Source: an optimization exercise on an open RTL-to-GDS flow (aim: small area). Production flows keep margins and buffers that such runs may drop.
Only simulation tests tie the RTL to the original design; equivalence was not proved.
Power and IR drop assume default switching activity.

## the previous run
// wb_regfile_top
module wb_regfile_top
(
    input  logic        clk,
    input  logic        reset,
    input  logic        in_reg_write,
    input  logic        in_mem_to_reg,
    input  logic [1:0]  in_rw_sel,
    input  logic [4:0]  in_rd,
    input  logic [31:0] in_pc_imm,
    input  logic [31:0] in_pc_four,
    input  logic [31:0] in_imm_out,
    input  logic [31:0] in_alu_result,
    input  logic [31:0] in_mem_read_data,
    input  logic [4:0]  rs1_addr,
    input  logic [4:0]  rs2_addr,
    output logic [31:0] rs1_data,
    output logic [31:0] rs2_data,
    output logic [31:0] wb_data,
    output logic [4:0]  wb_rd,
    output logic        wb_we
);
Size: ~2400 cells after synthesis, about 41000 um2 of cells after synthesis.
==> module wb_rf_and, before the edit <==
module wb_rf_and
#(
    parameter int N = 2
) (
    input  logic [N-1:0] a,
    output logic         y
);
    assign y = &a;
endmodule
==> module wb_rf_predec, before the edit <==
module wb_rf_predec
#(
    parameter bit USE_EN = 1'b1
) (
    input  logic [4:0] a,
    input  logic       en,
    output logic [3:0] lo,
    output logic [7:0] hi
);
    always_comb begin
        for (int k = 0; k < 4; k++) lo[k] = (en || !USE_EN) && (a[1:0] == 2'(k));
        for (int j = 0; j < 8; j++) hi[j] = (a[4:2] == 3'(j));
    end
endmodule
==> module wb_regfile_top, before the edit <==
module wb_regfile_top
(
    input  logic        clk,
    input  logic        reset,
    input  logic        in_reg_write,
    input  logic        in_mem_to_reg,
    input  logic [1:0]  in_rw_sel,
    input  logic [4:0]  in_rd,
    input  logic [31:0] in_pc_imm,
    input  logic [31:0] in_pc_four,
    input  logic [31:0] in_imm_out,
    input  logic [31:0] in_alu_result,
    input  logic [31:0] in_mem_read_data,
    input  logic [4:0]  rs1_addr,
    input  logic [4:0]  rs2_addr,
    output logic [31:0] rs1_data,
    output logic [31:0] rs2_data,
    output logic [31:0] wb_data,
    output logic [4:0]  wb_rd,
    output logic        wb_we
);
    localparam int XLEN = 32;
    localparam int NREG = 32;
    Pipe_Buf_Reg_PKG::mem_wb_reg wb_in;
    always_comb begin
        wb_in             = '0;
        wb_in.RegWrite    = in_reg_write;
        wb_in.MemtoReg    = in_mem_to_reg;
        wb_in.Pc_Imm      = in_pc_imm;
        wb_in.Pc_Four     = in_pc_four;
        wb_in.Imm_Out     = in_imm_out;
        wb_in.Alu_Result  = in_alu_result;
        wb_in.MemReadData = in_mem_read_data;
        wb_in.rd          = in_rd;
        wb_in.Curr_Instr  = 32'd0;
        wb_in.RWSel       = Pipe_Buf_Reg_PKG::wb_sel_e'(in_rw_sel);
    end
    wb_mux #(.XLEN(XLEN)) u_wb_mux (
        .wb_in   (wb_in),
        .wb_data (wb_data)
    );
    assign wb_rd = in_rd;
    assign wb_we = in_reg_write && (in_rd != 5'd0);
    logic [XLEN-1:0] regs_q [1:NREG-1];
    logic [NREG-1:1] valid_q;
    logic [NREG-1:1] we_dec;
    logic [3:0] w_lo, r1_lo, r2_lo;
    logic [7:0] w_hi, r1_hi, r2_hi;
    wb_rf_predec #(.USE_EN(1'b1)) u_pd_w  (.a(in_rd),    .en(in_reg_write), .lo(w_lo),  .hi(w_hi));
    wb_rf_predec #(.USE_EN(1'b0)) u_pd_r1 (.a(rs1_addr), .en(1'b0),         .lo(r1_lo), .hi(r1_hi));
    wb_rf_predec #(.USE_EN(1'b0)) u_pd_r2 (.a(rs2_addr), .en(1'b0),         .lo(r2_lo), .hi(r2_hi));
    for (genvar i = 1; i < NREG; i++) begin : g_we
        wb_rf_and #(.N(2)) u_we (.a({w_lo[i%4], w_hi[i/4]}), .y(we_dec[i]));
    end
    always_ff @(posedge clk) begin
        for (int i = 1; i < NREG; i++)
            if (we_dec[i]) regs_q[i] <= wb_data;
    end
    always_ff @(posedge clk or posedge reset) begin
        if (reset) valid_q <= '0;
        else       valid_q <= valid_q | we_dec;
    end
    logic            hit1, hit2;
    logic [NREG-1:1] rd_ok, sel1, sel2;
    assign hit1 = wb_we && (rs1_addr == in_rd);
    assign hit2 = wb_we && (rs2_addr == in_rd);
    always_comb begin
        for (int i = 1; i < NREG; i++) rd_ok[i] = valid_q[i] && !we_dec[i];
    end
    for (genvar i = 1; i < NREG; i++) begin : g_sel
        wb_rf_and #(.N(3)) u_sel1 (.a({r1_lo[i%4], r1_hi[i/4], rd_ok[i]}), .y(sel1[i]));
        wb_rf_and #(.N(3)) u_sel2 (.a({r2_lo[i%4], r2_hi[i/4], rd_ok[i]}), .y(sel2[i]));
    end
    for (genvar b = 0; b < XLEN; b++) begin : g_rd
        logic [NREG-1:0] col;
        always_comb begin
            col[0] = wb_data[b];
            for (int i = 1; i < NREG; i++) col[i] = regs_q[i][b];
        end
        wb_rf_andor #(.N(NREG)) u_rd1 (.d(col), .s({sel1, hit1}), .y(rs1_data[b]));
        wb_rf_andor #(.N(NREG)) u_rd2 (.d(col), .s({sel2, hit2}), .y(rs2_data[b]));
    end
endmodule
==> flow/config.mk <==
export PLATFORM = sky130hd
export DESIGN_NAME = wb_regfile_top
export DESIGN_NICKNAME = wb_regfile_top
export VERILOG_FILES = /design/flow/design.v
export SDC_FILE = /design/flow/constraint.sdc
export NUM_CORES = 4
export LEC_CHECK = 0
export CAP_MARGIN = 20
export CORE_MARGIN = 2
export CORE_UTILIZATION = 65
export SLEW_MARGIN = 20
export SYNTH_HIERARCHICAL = 1
==> flow/constraint.sdc <==
create_clock -name core_clock -period 8.0 [get_ports {clk}]
set_input_delay 1.6000 -clock core_clock [delete_from_list [all_inputs] [get_ports {clk}]]
set_output_delay 1.6000 -clock core_clock [all_outputs]
set_load 0.01 [all_outputs]
standard.sh (not shown) runs the stock make flow with config.mk's settings and CLKGATE_MAP_FILE= SYNTH_SCRIPT=/design/flow/synth_recipe.tcl, a recipe that flattens the netlist after the stock synthesis.
==> flow/flow/run.sh <==
#!/bin/bash
# Layout flow: the standard ORFS flow, with three changes that only
# affect how much buffering is added:
#  - each port gets a minimum-size buffer (buf_1) instead of the default
#    pick made by buffer_ports;
#  - clock tree synthesis uses smaller clock buffers, larger sink clusters
#    and no dummy loads.
# Every tool's output goes to standard.log in this folder (and ORFS's own
# per-step logs under orfs/logs).
set -e
export BUFFER_PORTS_ARGS="-buffer_cell sky130_fd_sc_hd__buf_1"
export CTS_ARGS="-sink_clustering_enable -repair_clock_nets -dont_use_dummy_load -buf_list sky130_fd_sc_hd__clkbuf_8 -sink_clustering_size 16 -sink_clustering_max_diameter 80"
bash standard.sh > standard.log 2>&1
Inputs modified between the previous run and the current run:
-- flow/design.v --
<<< the previous run, line 61
);
    assign y = ~&a;
endmodule
module wb_rf_and
#(
    parameter int N = 2
) (
    input  logic [N-1:0] a,
    output logic         y
);
    assign y = &a;
endmodule
module wb_rf_predec
#(
    parameter bit USE_EN = 1'b1
) (
    input  logic [4:0] a,
    input  logic       en,
    output logic [3:0] lo,
    output logic [7:0] hi
);
    always_comb begin
        for (int k = 0; k < 4; k++) lo[k] = (en || !USE_EN) && (a[1:0] == 2'(k));
        for (int j = 0; j < 8; j++) hi[j] = (a[4:2] == 3'(j));
    end
endmodule
module wb_rf_or
>>> the current run, line 61
);
    assign y = ~&a;
endmodule
module wb_rf_or
<<< the previous run, line 176
    logic [NREG-1:1] valid_q;
    logic [NREG-1:1] we_dec;
    logic [3:0] w_lo, r1_lo, r2_lo;
    logic [7:0] w_hi, r1_hi, r2_hi;
    wb_rf_predec #(.USE_EN(1'b1)) u_pd_w  (.a(in_rd),    .en(in_reg_write), .lo(w_lo),  .hi(w_hi));
    wb_rf_predec #(.USE_EN(1'b0)) u_pd_r1 (.a(rs1_addr), .en(1'b0),         .lo(r1_lo), .hi(r1_hi));
    wb_rf_predec #(.USE_EN(1'b0)) u_pd_r2 (.a(rs2_addr), .en(1'b0),         .lo(r2_lo), .hi(r2_hi));
    for (genvar i = 1; i < NREG; i++) begin : g_we
        wb_rf_and #(.N(2)) u_we (.a({w_lo[i%4], w_hi[i/4]}), .y(we_dec[i]));
    end
    always_ff @(posedge clk) begin
>>> the current run, line 153
    logic [NREG-1:1] valid_q;
    logic [NREG-1:1] we_dec;
    always_comb begin
        for (int i = 1; i < NREG; i++) we_dec[i] = wb_we && (in_rd == 5'(i));
    end
    always_ff @(posedge clk) begin
<<< the previous run, line 197
    assign hit2 = wb_we && (rs2_addr == in_rd);
    always_comb begin
        for (int i = 1; i < NREG; i++) rd_ok[i] = valid_q[i] && !we_dec[i];
    end
    for (genvar i = 1; i < NREG; i++) begin : g_sel
        wb_rf_and #(.N(3)) u_sel1 (.a({r1_lo[i%4], r1_hi[i/4], rd_ok[i]}), .y(sel1[i]));
        wb_rf_and #(.N(3)) u_sel2 (.a({r2_lo[i%4], r2_hi[i/4], rd_ok[i]}), .y(sel2[i]));
    end
    for (genvar b = 0; b < XLEN; b++) begin : g_rd
>>> the current run, line 169
    assign hit2 = wb_we && (rs2_addr == in_rd);
    always_comb begin
        for (int i = 1; i < NREG; i++) begin
            rd_ok[i] = valid_q[i] && !we_dec[i];
            sel1[i]  = rd_ok[i] && (rs1_addr == 5'(i));
            sel2[i]  = rd_ok[i] && (rs2_addr == 5'(i));
        end
    end
    for (genvar b = 0; b < XLEN; b++) begin : g_rd
## What came out
- sky130_fd_sc_hd__nand4b_1 as the highest-delay cell along the critical path was reported by the current run, and sky130_fd_sc_hd__a222oi_1 by the previous run.
- The current run vs. the previous run: share of power burned in combinational logic held steady; worst-case hold slack grew by 0.0051 ns; transition time at the pin with the least slew margin shrank by 0.18 ns; vertical die dimension held steady; design internal power held steady.
- Re global-route wire length before repair: the previous run and the current run aren't equal, and the higher value belongs to the previous run.
- The relative area of clock buffers and inverters in the final design of the current run and that of the previous run are within noise of each other.


Setup of indigo:
The RTL this note starts from:
==> flow/design.v <==
package Pipe_Buf_Reg_PKG;
    localparam int XLEN_W = 32;
    typedef enum logic [1:0] {
        WB_ALU_MEM = 2'b00,
        WB_PC4     = 2'b01,
        WB_IMM     = 2'b10,
        WB_PCIMM   = 2'b11
    } wb_sel_e;
    typedef struct packed {
        logic              RegWrite;
        logic              MemtoReg;
        logic [XLEN_W-1:0] Pc_Imm;
        logic [XLEN_W-1:0] Pc_Four;
        logic [XLEN_W-1:0] Imm_Out;
        logic [XLEN_W-1:0] Alu_Result;
        logic [XLEN_W-1:0] MemReadData;
        logic [4:0]        rd;
        logic [XLEN_W-1:0] Curr_Instr;
        wb_sel_e           RWSel;
    } mem_wb_reg;
endpackage
module wb_mux
#(
    parameter int XLEN = 32
) (
    input  Pipe_Buf_Reg_PKG::mem_wb_reg        wb_in,
    output logic [XLEN-1:0]  wb_data
);
    logic [4:0] s;
    always_comb begin
        s = '0;
        unique case (wb_in.RWSel)
            Pipe_Buf_Reg_PKG::WB_ALU_MEM: s = wb_in.MemtoReg ? 5'b00010 : 5'b00001;
            Pipe_Buf_Reg_PKG::WB_PC4:     s = 5'b00100;
            Pipe_Buf_Reg_PKG::WB_IMM:     s = 5'b01000;
            Pipe_Buf_Reg_PKG::WB_PCIMM:   s = 5'b10000;
            default:                      s = 5'b00001;
        endcase
    end
    for (genvar b = 0; b < XLEN; b++) begin : g_bit
        wb_rf_andor #(.N(5)) u_sel (
            .d ({wb_in.Pc_Imm[b], wb_in.Imm_Out[b], wb_in.Pc_Four[b],
                 wb_in.MemReadData[b], wb_in.Alu_Result[b]}),
            .s (s),
            .y (wb_data[b])
        );
    end
endmodule
module wb_rf_aoi222 (
    input  logic a0, b0, a1, b1, a2, b2,
    output logic y
);
    assign y = ~((a0 & b0) | (a1 & b1) | (a2 & b2));
endmodule
module wb_rf_nand
#(
    parameter int N = 4
) (
    input  logic [N-1:0] a,
    output logic         y
);
    assign y = ~&a;
endmodule
module wb_rf_and
#(
    parameter int N = 2
) (
    input  logic [N-1:0] a,
    output logic         y
);
    assign y = &a;
endmodule
module wb_rf_predec
#(
    parameter bit USE_EN = 1'b1
) (
    input  logic [4:0] a,
    input  logic       en,
    output logic [3:0] lo,
    output logic [7:0] hi
);
    always_comb begin
        for (int k = 0; k < 4; k++) lo[k] = (en || !USE_EN) && (a[1:0] == 2'(k));
        for (int j = 0; j < 8; j++) hi[j] = (a[4:2] == 3'(j));
    end
endmodule
module wb_rf_or
#(
    parameter int N = 4
) (
    input  logic [N-1:0] a,
    output logic         y
);
    assign y = |a;
endmodule
module wb_rf_andor
#(
    parameter int N = 32
) (
    input  logic [N-1:0] d,
    input  logic [N-1:0] s,
    output logic         y
);
    localparam int N3 = N / 3;
    localparam int NR = N - 3 * N3;
    localparam int T  = N3 + NR;
    localparam int NQ = (T + 3) / 4;
    logic [T-1:0] n;
    for (genvar g = 0; g < N3; g++) begin : g_aoi3
        wb_rf_aoi222 u_aoi (
            .a0(d[3*g]),   .b0(s[3*g]),
            .a1(d[3*g+1]), .b1(s[3*g+1]),
            .a2(d[3*g+2]), .b2(s[3*g+2]),
            .y (n[g])
        );
    end
    for (genvar g = 0; g < NR; g++) begin : g_nand1
        wb_rf_nand #(.N(2)) u_nand (.a({d[3*N3+g], s[3*N3+g]}), .y(n[N3+g]));
    end
    if (NQ == 1) begin : g_one
        wb_rf_nand #(.N(T)) u_nand (.a(n), .y(y));
    end else begin : g_tree
        logic [NQ-1:0] q;
        for (genvar g = 0; g < NQ; g++) begin : g_nand
            localparam int LO = 4 * g;
            localparam int HI = (4 * g + 3 < T) ? 4 * g + 3 : T - 1;
            wb_rf_nand #(.N(HI - LO + 1)) u_nand (.a(n[HI:LO]), .y(q[g]));
        end
        wb_rf_or #(.N(NQ)) u_or (.a(q), .y(y));
    end
endmodule
module wb_regfile_top
(
    input  logic        clk,
    input  logic        reset,
    input  logic        in_reg_write,
    input  logic        in_mem_to_reg,
    input  logic [1:0]  in_rw_sel,
    input  logic [4:0]  in_rd,
    input  logic [31:0] in_pc_imm,
    input  logic [31:0] in_pc_four,
    input  logic [31:0] in_imm_out,
    input  logic [31:0] in_alu_result,
    input  logic [31:0] in_mem_read_data,
    input  logic [4:0]  rs1_addr,
    input  logic [4:0]  rs2_addr,
    output logic [31:0] rs1_data,
    output logic [31:0] rs2_data,
    output logic [31:0] wb_data,
    output logic [4:0]  wb_rd,
    output logic        wb_we
);
    localparam int XLEN = 32;
    localparam int NREG = 32;
    Pipe_Buf_Reg_PKG::mem_wb_reg wb_in;
    always_comb begin
        wb_in             = '0;
        wb_in.RegWrite    = in_reg_write;
        wb_in.MemtoReg    = in_mem_to_reg;
        wb_in.Pc_Imm      = in_pc_imm;
        wb_in.Pc_Four     = in_pc_four;
        wb_in.Imm_Out     = in_imm_out;
        wb_in.Alu_Result  = in_alu_result;
        wb_in.MemReadData = in_mem_read_data;
        wb_in.rd          = in_rd;
        wb_in.Curr_Instr  = 32'd0;
        wb_in.RWSel       = Pipe_Buf_Reg_PKG::wb_sel_e'(in_rw_sel);
    end
    wb_mux #(.XLEN(XLEN)) u_wb_mux (
        .wb_in   (wb_in),
        .wb_data (wb_data)
    );
    assign wb_rd = in_rd;
    assign wb_we = in_reg_write && (in_rd != 5'd0);
    logic [XLEN-1:0] regs_q [1:NREG-1];
    logic [NREG-1:1] valid_q;
    logic [NREG-1:1] we_dec;
    logic [3:0] w_lo, r1_lo, r2_lo;
    logic [7:0] w_hi, r1_hi, r2_hi;
    wb_rf_predec #(.USE_EN(1'b1)) u_pd_w  (.a(in_rd),    .en(in_reg_write), .lo(w_lo),  .hi(w_hi));
    wb_rf_predec #(.USE_EN(1'b0)) u_pd_r1 (.a(rs1_addr), .en(1'b0),         .lo(r1_lo), .hi(r1_hi));
    wb_rf_predec #(.USE_EN(1'b0)) u_pd_r2 (.a(rs2_addr), .en(1'b0),         .lo(r2_lo), .hi(r2_hi));
    for (genvar i = 1; i < NREG; i++) begin : g_we
        wb_rf_and #(.N(2)) u_we (.a({w_lo[i%4], w_hi[i/4]}), .y(we_dec[i]));
    end
    always_ff @(posedge clk) begin
        for (int i = 1; i < NREG; i++)
            if (we_dec[i]) regs_q[i] <= wb_data;
    end
    always_ff @(posedge clk or posedge reset) begin
        if (reset) valid_q <= '0;
        else       valid_q <= valid_q | we_dec;
    end
    logic            hit1, hit2;
    logic [NREG-1:1] rd_ok, sel1, sel2;
    assign hit1 = wb_we && (rs1_addr == in_rd);
    assign hit2 = wb_we && (rs2_addr == in_rd);
    always_comb begin
        for (int i = 1; i < NREG; i++) rd_ok[i] = valid_q[i] && !we_dec[i];
    end
    for (genvar i = 1; i < NREG; i++) begin : g_sel
        wb_rf_and #(.N(3)) u_sel1 (.a({r1_lo[i%4], r1_hi[i/4], rd_ok[i]}), .y(sel1[i]));
        wb_rf_and #(.N(3)) u_sel2 (.a({r2_lo[i%4], r2_hi[i/4], rd_ok[i]}), .y(sel2[i]));
    end
    for (genvar b = 0; b < XLEN; b++) begin : g_rd
        logic [NREG-1:0] col;
        always_comb begin
            col[0] = wb_data[b];
            for (int i = 1; i < NREG; i++) col[i] = regs_q[i][b];
        end
        wb_rf_andor #(.N(NREG)) u_rd1 (.d(col), .s({sel1, hit1}), .y(rs1_data[b]));
        wb_rf_andor #(.N(NREG)) u_rd2 (.d(col), .s({sel2, hit2}), .y(rs2_data[b]));
    end
endmodule
Settings: LEC_CHECK=0, CAP_MARGIN=20, CORE_MARGIN=2, CORE_UTILIZATION=65, SLEW_MARGIN=20, SYNTH_HIERARCHICAL=1; clock period 8.0 ns.
==> flow/flow/run.sh <==
#!/bin/bash
# Layout flow: the standard ORFS flow, with changes that only affect
# how much buffering is added:
#  - each port gets a minimum-size buffer (buf_1) instead of the default
#    pick made by buffer_ports;
#  - the repair during timing-driven global placement may use only buf_1,
#    buf_2 and buf_4 (flow/pre_gpl.tcl);
#  - clock tree synthesis uses clkbuf_8 buffers, larger sink clusters and
#    no dummy loads.
# Every tool's output goes to standard.log in this folder (and ORFS's own
# per-step logs under orfs/logs).
set -e
export BUFFER_PORTS_ARGS="-buffer_cell sky130_fd_sc_hd__buf_1"
export PRE_GLOBAL_PLACE_TCL="$PWD/flow/pre_gpl.tcl"
export CTS_ARGS="-sink_clustering_enable -repair_clock_nets -dont_use_dummy_load -buf_list sky130_fd_sc_hd__clkbuf_8 -sink_clustering_size 14 -sink_clustering_max_diameter 60"
bash standard.sh > standard.log 2>&1
==> flow/flow/pre_gpl.tcl <==
# Run before global placement: leave only buf_1, buf_2 and buf_4 as buffers
# for the repair that timing-driven placement does, so that it sizes its
# buffers to the load instead of using a larger one everywhere.
set keep {sky130_fd_sc_hd__buf_1 sky130_fd_sc_hd__buf_2 sky130_fd_sc_hd__buf_4}
set du {}
foreach c [get_lib_cells {sky130_fd_sc_hd__buf_* sky130_fd_sc_hd__clkbuf_* sky130_fd_sc_hd__clkdlybuf* sky130_fd_sc_hd__dlygate* sky130_fd_sc_hd__bufbuf_* sky130_fd_sc_hd__dlymetal* sky130_fd_sc_hd__bufinv_*}] {
  if {[lsearch $keep [get_name $c]] < 0} { lappend du $c }
}
set_dont_use $du
[inputs] fjord vs indigo
diff --git a/flow/design.v b/flow/design.v
--- a/flow/design.v
+++ b/flow/design.v
@@ -58,12 +58,22 @@
 ) (
     input  logic [N-1:0] a,
     output logic         y
 );
     assign y = ~&a;
 endmodule
+module wb_rf_nand_aoi22
+#(
+    parameter int K = 2
+) (
+    input  logic [K-1:0] n,
+    input  logic         a0, b0, a1, b1,
+    output logic         y
+);
+    assign y = ~(&n & ~((a0 & b0) | (a1 & b1)));
+endmodule
 module wb_rf_and
 #(
     parameter int N = 2
 ) (
     input  logic [N-1:0] a,
     output logic         y
@@ -100,35 +110,45 @@
     input  logic [N-1:0] d,
     input  logic [N-1:0] s,
     output logic         y
 );
     localparam int N3 = N / 3;
     localparam int NR = N - 3 * N3;
-    localparam int T  = N3 + NR;
-    localparam int NQ = (T + 3) / 4;
+    localparam int T  = N3 + (NR == 1 ? 1 : 0);
+    localparam int TX = T + (NR == 2 ? 1 : 0);
+    localparam int NQ = (TX + 3) / 4;
     logic [T-1:0] n;
     for (genvar g = 0; g < N3; g++) begin : g_aoi3
         wb_rf_aoi222 u_aoi (
             .a0(d[3*g]),   .b0(s[3*g]),
             .a1(d[3*g+1]), .b1(s[3*g+1]),
             .a2(d[3*g+2]), .b2(s[3*g+2]),
             .y (n[g])
         );
     end
-    for (genvar g = 0; g < NR; g++) begin : g_nand1
-        wb_rf_nand #(.N(2)) u_nand (.a({d[3*N3+g], s[3*N3+g]}), .y(n[N3+g]));
-    end
-    if (NQ == 1) begin : g_one
-        wb_rf_nand #(.N(T)) u_nand (.a(n), .y(y));
-    end else begin : g_tree
-        logic [NQ-1:0] q;
-        for (genvar g = 0; g < NQ; g++) begin : g_nand
-            localparam int LO = 4 * g;
-            localparam int HI = (4 * g + 3 < T) ? 4 * g + 3 : T - 1;
+    if (NR == 1) begin : g_nand1
+        wb_rf_nand #(.N(2)) u_nand (.a({d[N-1], s[N-1]}), .y(n[T-1]));
+    end
+    logic [NQ-1:0] q;
+    for (genvar g = 0; g < NQ; g++) begin : g_nand
+        localparam int LO = 4 * g;
+        localparam int HI = (4 * g + 3 < TX) ? 4 * g + 3 : TX - 1;
+        if (NR == 2 && g == NQ - 1) begin : g_last
+            wb_rf_nand_aoi22 #(.K(HI - LO)) u_nand (
+                .n (n[HI-1:LO]),
+                .a0(d[N-2]), .b0(s[N-2]),
+                .a1(d[N-1]), .b1(s[N-1]),
+                .y (q[g])
+            );
+        end else begin : g_plain
             wb_rf_nand #(.N(HI - LO + 1)) u_nand (.a(n[HI:LO]), .y(q[g]));
         end
+    end
+    if (NQ == 1) begin : g_one
+        assign y = q[0];
+    end else begin : g_or
         wb_rf_or #(.N(NQ)) u_or (.a(q), .y(y));
     end
 endmodule
 module wb_regfile_top
 (
     input  logic        clk,
==> run summary <==
- Comparing fjord with indigo, the design area came out essentially unchanged.
- The sequential share of layout area was comparable across fjord and indigo.
- Min area of the multi-input gates across fjord and indigo: fjord
- Delay of the slowest cell on the worst path in fjord vs indigo: down 0.10 ns
- Delta (fjord minus indigo): cell area after synthesis neither gained nor lost much, count of non-CTS buffers in the layout picked up an extra 2.9%, die area neither gained nor lost much, number of instances in the placed design lost about 2.3%, filler-free cell count of the finished design lost 84.
- Final critical delay including setup and external delays sits lower in fjord than in indigo.
- indigo has higher portion of the clock cycle consumed by the worst path in the final layout than fjord.
- [compare] base=indigo new=fjord: core occupancy in the finished layout barely changed; average footprint of a synthesized cell grew by about 4%.

afterwards: timing with drivers on the ports:
Ports are ideal in the flow. The routed layouts listed here were re-timed in OpenROAD. Step 1 assumes that a clkbuf_16 drives the clock port and a buf_2 every other input. Step 2 also shifts input and output timing later by t, the mid clock arrival at the registers, as if the neighbouring blocks saw the same clock. Slacks: ideal / step 1 / step 2; pairs: ideal / step 1.
run | t (ns) | setup slack, ns | pins driven straight from the clock port
the previous run | 0.760 | 1.328 / 1.300 / 1.300 | 1
the current run | 0.759 | 1.060 / 1.032 / 1.032 | 1
indigo | 0.767 | 0.736 / 0.713 / 0.713 | 1
fjord | 0.755 | 0.878 / 0.854 / 0.854 | 1
After both steps every run listed still meets setup and hold.
